Context: an optimization exercise on an open-source flow, tuned for small area and a short achievable clock period. The choices shown serve that exercise and are no tape-out recipe.
The RTL was checked by simulation tests, not by an equivalence proof against the original design.

## instr_trace_unit
module instr_trace_unit #(
  parameter int PC_W     = 32,
  parameter int DATA_W   = 32,
  parameter int DEPTH    = 16,
  parameter int STAMP_W  = 16,
  parameter int CNT_W    = 16,
  parameter int OVR_MODE = 0
) (
  input  logic                   clk,
  input  logic                   rst,
  input  logic                   en,
  input  logic                   clr,
  input  logic                   ret_valid,
  input  logic [PC_W-1:0]        ret_pc,
  input  logic [5:0]             ret_opcode,
  input  logic [5:0]             ret_funct,
  input  logic [DATA_W-1:0]      ret_wd,
  output logic                   tr_valid,
  input  logic                   tr_ready,
  output logic [PC_W-1:0]        tr_pc,
  output logic [4:0]             tr_class,
  output logic [DATA_W-1:0]      tr_wd,
  output logic [STAMP_W-1:0]     tr_stamp,
  output logic [$clog2(DEPTH):0] level,
  output logic                   overflow,
  output logic [CNT_W-1:0]       drop_cnt,
  input  logic [4:0]             cnt_sel,
  output logic [CNT_W-1:0]       cnt_val
);
  logic [15:0] stamp_q;
  logic        live_q;
  logic        push;
  logic [16:0] dec;
  logic [4:0]  cls;
  logic [84:0] rec_out;
  always_ff @(posedge clk or negedge rst) begin
    if (!rst) stamp_q <= '0;
    else      stamp_q <= stamp_q + 16'd1;
  end
  always_ff @(posedge clk or negedge rst) begin
    if (!rst) live_q <= 1'b0;
    else      live_q <= 1'b1;
  end
  assign push = en & ret_valid;
  trace_classify u_cls (
    .opcode (ret_opcode),
    .funct  (ret_funct),
    .dec    (dec),
    .cls    (cls)
  );
  logic [15:0] cnt_q [17];
  logic        wr, zero;
  assign wr   = push & ~clr;
  assign zero = clr | ~live_q;
  for (genvar k = 0; k < 17; k++) begin : g_cnt
    logic inc;
    assign inc = wr & dec[k] & ~(&cnt_q[k]);
    always_ff @(posedge clk) begin
      if (zero) cnt_q[k] <= {15'd0, wr & dec[k]};
      else      cnt_q[k] <= cnt_q[k] + {15'd0, inc};
    end
  end
  ...
==> flow/config.mk <==
export PLATFORM = sky130hd
export DESIGN_NAME = instr_trace_unit
export DESIGN_NICKNAME = instr_trace_unit
export VERILOG_FILES = /design/flow/design.v
export SDC_FILE = /design/flow/constraint.sdc
export NUM_CORES = 4
export LEC_CHECK = 0
export CAP_MARGIN = 20
export CORE_MARGIN = 2
export CORE_UTILIZATION = 55
export PLACE_DENSITY = 0.7
export SETUP_SLACK_MARGIN = 1.9
export SLEW_MARGIN = 20
export SYNTH_HIERARCHICAL = 1
export TNS_END_PERCENT = 100
==> flow/constraint.sdc <==
create_clock -name core_clock -period 5.5 [get_ports {clk}]
set_input_delay 1.1000 -clock core_clock [delete_from_list [all_inputs] [get_ports {clk}]]
set_output_delay 1.1000 -clock core_clock [all_outputs]
set_load 0.01 [all_outputs]
standard.sh (not shown) runs the stock make flow with config.mk's settings and CLKGATE_MAP_FILE= SYNTH_SCRIPT=/design/flow/synth_recipe.tcl, a recipe that flattens the netlist after the stock synthesis.
==> flow/flow/run.sh <==
#!/bin/bash
# Own layout flow: the standard ORFS flow (standard.sh), with these
# changes passed as make variables:
#  - the counter read port (modules trace_sel_dec and trace_cnt_mux) and
#    the head-record select (trace_rec_mux), pure
#    combinational logic with no registers, are given as a hand-mapped
#    sky130 gate netlist written by flow/gen_mux.py, in place of its RTL;
#  - slow 4-high-stack OR/NOR cells are added to the don't-use list, for
#    synthesis and for the resizer alike;
#  - ports are buffered with the smallest buffer (the resizer upsizes any
#    that timing needs) instead of a delay cell;
#  - clock tree synthesis inserts no dummy loads (flow/cts_args.txt).
# Each step's full output goes to a log file in the folder this runs in.
set -euo pipefail
python3 flow/gen_mux.py design.v design_mapped.v > gen_mux.log 2>&1
PLAT="sky130_fd_sc_hd__probe_p_8 sky130_fd_sc_hd__probec_p_8 sky130_fd_sc_hd__lpflow_bleeder_1 sky130_fd_sc_hd__lpflow_clkbufkapwr_1 sky130_fd_sc_hd__lpflow_clkbufkapwr_16 sky130_fd_sc_hd__lpflow_clkbufkapwr_2 sky130_fd_sc_hd__lpflow_clkbufkapwr_4 sky130_fd_sc_hd__lpflow_clkbufkapwr_8 sky130_fd_sc_hd__lpflow_clkinvkapwr_1 sky130_fd_sc_hd__lpflow_clkinvkapwr_16 sky130_fd_sc_hd__lpflow_clkinvkapwr_2 sky130_fd_sc_hd__lpflow_clkinvkapwr_4 sky130_fd_sc_hd__lpflow_clkinvkapwr_8 sky130_fd_sc_hd__lpflow_decapkapwr_12 sky130_fd_sc_hd__lpflow_decapkapwr_3 sky130_fd_sc_hd__lpflow_decapkapwr_4 sky130_fd_sc_hd__lpflow_decapkapwr_6 sky130_fd_sc_hd__lpflow_decapkapwr_8 sky130_fd_sc_hd__lpflow_inputiso0n_1 sky130_fd_sc_hd__lpflow_inputiso0p_1 sky130_fd_sc_hd__lpflow_inputiso1n_1 sky130_fd_sc_hd__lpflow_inputiso1p_1 sky130_fd_sc_hd__lpflow_inputisolatch_1 sky130_fd_sc_hd__lpflow_isobufsrc_1 sky130_fd_sc_hd__lpflow_isobufsrc_16 sky130_fd_sc_hd__lpflow_isobufsrc_2 sky130_fd_sc_hd__lpflow_isobufsrc_4 sky130_fd_sc_hd__lpflow_isobufsrc_8 sky130_fd_sc_hd__lpflow_isobufsrckapwr_16 sky130_fd_sc_hd__lpflow_lsbuf_lh_hl_isowell_tap_1 sky130_fd_sc_hd__lpflow_lsbuf_lh_hl_isowell_tap_2 sky130_fd_sc_hd__lpflow_lsbuf_lh_hl_isowell_tap_4 sky130_fd_sc_hd__lpflow_lsbuf_lh_isowell_4 sky130_fd_sc_hd__lpflow_lsbuf_lh_isowell_tap_1 sky130_fd_sc_hd__lpflow_lsbuf_lh_isowell_tap_2 sky130_fd_sc_hd__lpflow_lsbuf_lh_isowell_tap_4"
SLOW=""
for c in or4 or4b or4bb nor4 nor4b nor4bb; do
  for s in 1 2 4; do SLOW="$SLOW sky130_fd_sc_hd__${c}_${s}"; done
done
VARS=(
  "VERILOG_FILES=$PWD/design_mapped.v"
  "DONT_USE_CELLS=$PLAT$SLOW"
  "BUFFER_PORTS_ARGS=-buffer_cell sky130_fd_sc_hd__buf_1"
)
if [[ -f flow/cts_args.txt ]]; then VARS+=("CTS_ARGS=$(cat flow/cts_args.txt)"); fi
bash standard.sh synth "${VARS[@]}" > synth.log 2>&1
bash standard.sh finish "${VARS[@]}" > layout.log 2>&1
==> flow/flow/gen_mux.py <==
#!/usr/bin/env python3
"""Write gate-level (sky130_fd_sc_hd) versions of trace_sel_dec and
trace_cnt_mux, and splice them into a design file in place of the RTL ones.
usage: gen_mux.py design_in.v design_out.v"""
import re, sys

P = 'sky130_fd_sc_hd__'

def cell(lines, kind, name, **pins):
    conn = ', '.join('.%s(%s)' % (k, v) for k, v in pins.items())
    lines.append('  %s%s %s (%s);' % (P, kind, name, conn))

def sel_dec():
    L = ['module trace_sel_dec (', '  input  wire [4:0]  sel,', '  input  wire        live,',
         '  output wire [16:0] oh', ');']
    L.append('  wire [4:0] sn;')
    L.append('  wire [7:0] a;')
    L.append('  wire [2:0] b;')
    for i in range(5):
        cell(L, 'inv_1', 'u_sn%d' % i, A='sel[%d]' % i, Y='sn[%d]' % i)
    lit = lambda i, v: ('sel[%d]' % i) if v else ('sn[%d]' % i)
    for m in range(8):
        cell(L, 'nand3_1', 'u_a%d' % m, A=lit(0, m & 1), B=lit(1, (m >> 1) & 1),
             C=lit(2, (m >> 2) & 1), Y='a[%d]' % m)
    for j, (b3, b4) in enumerate([(0, 0), (1, 0), (0, 1)]):
        cell(L, 'nand3_1', 'u_b%d' % j, A=lit(3, b3), B=lit(4, b4), C='live', Y='b[%d]' % j)
    for k in range(17):
        cell(L, 'nor2_1', 'u_oh%d' % k, A='a[%d]' % (k % 8), B='b[%d]' % (k // 8), Y='oh[%d]' % k)
    L.append('endmodule')
    return '\n'.join(L) + '\n'

def cnt_mux():
    L = ['module trace_cnt_mux (', '  input  wire [271:0] cnt,', '  input  wire [16:0]  oh,',
         '  output wire [15:0]  val', ');']
    for i in range(16):
        L.append('  wire [8:0] t%d;' % i)
        L.append('  wire [2:0] u%d;' % i)
        L.append('  wire v%d;' % i)
        c = lambda k: 'cnt[%d]' % (16 * k + i)
        for m in range(8):
            cell(L, 'a22oi_1', 'u_t%d_%d' % (i, m), A1='oh[%d]' % (2 * m), A2=c(2 * m),
                 B1='oh[%d]' % (2 * m + 1), B2=c(2 * m + 1), Y='t%d[%d]' % (i, m))
        cell(L, 'nand2_1', 'u_t%d_8' % i, A='oh[16]', B=c(16), Y='t%d[8]' % i)
        for g in range(3):
            cell(L, 'nand3_1', 'u_u%d_%d' % (i, g), A='t%d[%d]' % (i, 3 * g),
                 B='t%d[%d]' % (i, 3 * g + 1), C='t%d[%d]' % (i, 3 * g + 2), Y='u%d[%d]' % (i, g))
        cell(L, 'nor3_1', 'u_v%d' % i, A='u%d[0]' % i, B='u%d[1]' % i, C='u%d[2]' % i, Y='v%d' % i)
        cell(L, 'inv_1', 'u_o%d' % i, A='v%d' % i, Y='val[%d]' % i)
    L.append('endmodule')
    return '\n'.join(L) + '\n'

def rec_mux():
    L = ['module trace_rec_mux (', '  input  wire [15*85-1:0] ent,', '  input  wire [14:0]      sel,',
         '  input  wire [84:0]      in,', '  input  wire             in_en,',
         '  output wire [84:0]      rec', ');']
    for b in range(85):
        L.append('  wire [5:0] x%d;' % b)
        L.append('  wire [1:0] y%d;' % b)
        terms = [('in_en', 'in[%d]' % b)] + [('sel[%d]' % k, 'ent[%d]' % (85 * k + b)) for k in range(15)]
        for g in range(5):
            (a1, a2), (b1, b2), (c1, c2) = terms[3 * g:3 * g + 3]
            cell(L, 'a222oi_1', 'u_x%d_%d' % (b, g), A1=a1, A2=a2, B1=b1, B2=b2, C1=c1, C2=c2,
                 Y='x%d[%d]' % (b, g))
        cell(L, 'nand2_1', 'u_x%d_5' % b, A=terms[15][0], B=terms[15][1], Y='x%d[5]' % b)
        for g in range(2):
            cell(L, 'nand3_1', 'u_y%d_%d' % (b, g), A='x%d[%d]' % (b, 3 * g), B='x%d[%d]' % (b, 3 * g + 1),
                 C='x%d[%d]' % (b, 3 * g + 2), Y='y%d[%d]' % (b, g))
        cell(L, 'or2_1', 'u_r%d' % b, A='y%d[0]' % b, B='y%d[1]' % b, X='rec[%d]' % b)
    L.append('endmodule')
    return '\n'.join(L) + '\n'

def splice(src, name, body):
    m = re.search(r'^module\s+%s\b.*?^endmodule\b[^\n]*\n' % name, src, re.S | re.M)
    if not m:
        sys.exit('module %s not found' % name)
    return src[:m.start()] + body + src[m.end():]

if __name__ == '__main__':
    src = open(sys.argv[1]).read()
    src = splice(src, 'trace_sel_dec', sel_dec())
    src = splice(src, 'trace_cnt_mux', cnt_mux())
    src = splice(src, 'trace_rec_mux', rec_mux())
    open(sys.argv[2], 'w').write(src)
Other scripts of this flow, unchanged in this note and not shown: flow/flow/cts_args.txt
The baseline went through all stages and came out clean.
Change:
--- a/flow/flow/run.sh
+++ b/flow/flow/run.sh
@@ -8 +8,2 @@
-#  - slow 4-high-stack OR/NOR cells are added to the don't-use list, for
+#  - slow 4-high-stack OR/NOR cells and low-power inverters are added to
+#    the don't-use list, for
@@ -20,0 +22 @@
+SLOW="$SLOW sky130_fd_sc_hd__clkinvlp_2 sky130_fd_sc_hd__clkinvlp_4"
--- a/flow/flow/gen_mux.py
+++ b/flow/flow/gen_mux.py
@@ -20 +20 @@
-        cell(L, 'inv_1', 'u_sn%d' % i, A='sel[%d]' % i, Y='sn[%d]' % i)
+        cell(L, 'inv_2', 'u_sn%d' % i, A='sel[%d]' % i, Y='sn[%d]' % i)
@@ -23 +23 @@
-        cell(L, 'nand3_1', 'u_a%d' % m, A=lit(0, m & 1), B=lit(1, (m >> 1) & 1),
+        cell(L, 'nand3_2', 'u_a%d' % m, A=lit(0, m & 1), B=lit(1, (m >> 1) & 1),
@@ -26 +26 @@
-        cell(L, 'nand3_1', 'u_b%d' % j, A=lit(3, b3), B=lit(4, b4), C='live', Y='b[%d]' % j)
+        cell(L, 'nand3_4', 'u_b%d' % j, A=lit(3, b3), B=lit(4, b4), C='live', Y='b[%d]' % j)
@@ -28 +28 @@
-        cell(L, 'nor2_1', 'u_oh%d' % k, A='a[%d]' % (k % 8), B='b[%d]' % (k // 8), Y='oh[%d]' % k)
+        cell(L, 'nor2_4', 'u_oh%d' % k, A='a[%d]' % (k % 8), B='b[%d]' % (k // 8), Y='oh[%d]' % k)
@@ -38 +37,0 @@
-        L.append('  wire v%d;' % i)
@@ -45,4 +44,3 @@
-            cell(L, 'nand3_1', 'u_u%d_%d' % (i, g), A='t%d[%d]' % (i, 3 * g),
-                 B='t%d[%d]' % (i, 3 * g + 1), C='t%d[%d]' % (i, 3 * g + 2), Y='u%d[%d]' % (i, g))
-        cell(L, 'nor3_1', 'u_v%d' % i, A='u%d[0]' % i, B='u%d[1]' % i, C='u%d[2]' % i, Y='v%d' % i)
-        cell(L, 'inv_1', 'u_o%d' % i, A='v%d' % i, Y='val[%d]' % i)
+            cell(L, 'and3_1', 'u_u%d_%d' % (i, g), A='t%d[%d]' % (i, 3 * g),
+                 B='t%d[%d]' % (i, 3 * g + 1), C='t%d[%d]' % (i, 3 * g + 2), X='u%d[%d]' % (i, g))
+        cell(L, 'nand3_2', 'u_o%d' % i, A='u%d[0]' % i, B='u%d[1]' % i, C='u%d[2]' % i, Y='val[%d]' % i)
Count of clock-buffer cells in the layout goes up by 1.
Final cell count hardly moves.
Worst setup slack improves by 0.088 ns.
Wire length fell by 4.1%.
Die area came out higher by 0.44%.
Sequential share of layout area came out lower by 0.33 points.
Critical path depth is lower by 1.
Via count went down by 0.82%.
Synthesized area climbs by 0.45%.

-- afterwards: timing with drivers on the ports --
The results above use ideal ports. As a check the final layouts listed here were re-extracted and re-timed, cells and wires unchanged.
Step 1 (the two cells are an assumption about what drives the block):
set clk [get_ports {clk}]
set_driving_cell -lib_cell sky130_fd_sc_hd__clkbuf_16 $clk
set_driving_cell -lib_cell sky130_fd_sc_hd__buf_2 [delete_from_list [all_inputs] $clk]
Step 2 adds t to the input delays and takes it off the output delays; t is the mean of the earliest and latest rising clock arrival at the registers after step 1. Input paths then give back, and output paths get back, about the clock's delay inside the block.
a / b / c = ideal / step 1 / step 2; a / b = the first two.
| run | t (ns) | setup WS [ns] | worst setup path after step 2 | latest minus earliest clock arrival (ns) | worst slew at a driven data input, ns |
|---|---|---|---|---|---|
| the first run | 0.748 | 1.773 / 1.748 / 1.324 | input to register | 0.128 / 0.128 | 0.21 |
| the second run | 0.750 | 1.861 / 1.818 / 1.375 | input to register | 0.104 / 0.103 | 0.18 |
After both steps setup and hold are still met in every run listed. For the second run, which loses most, drivers alone change the setup slack by -0.043 ns; drivers and shift together by -0.486 ns.
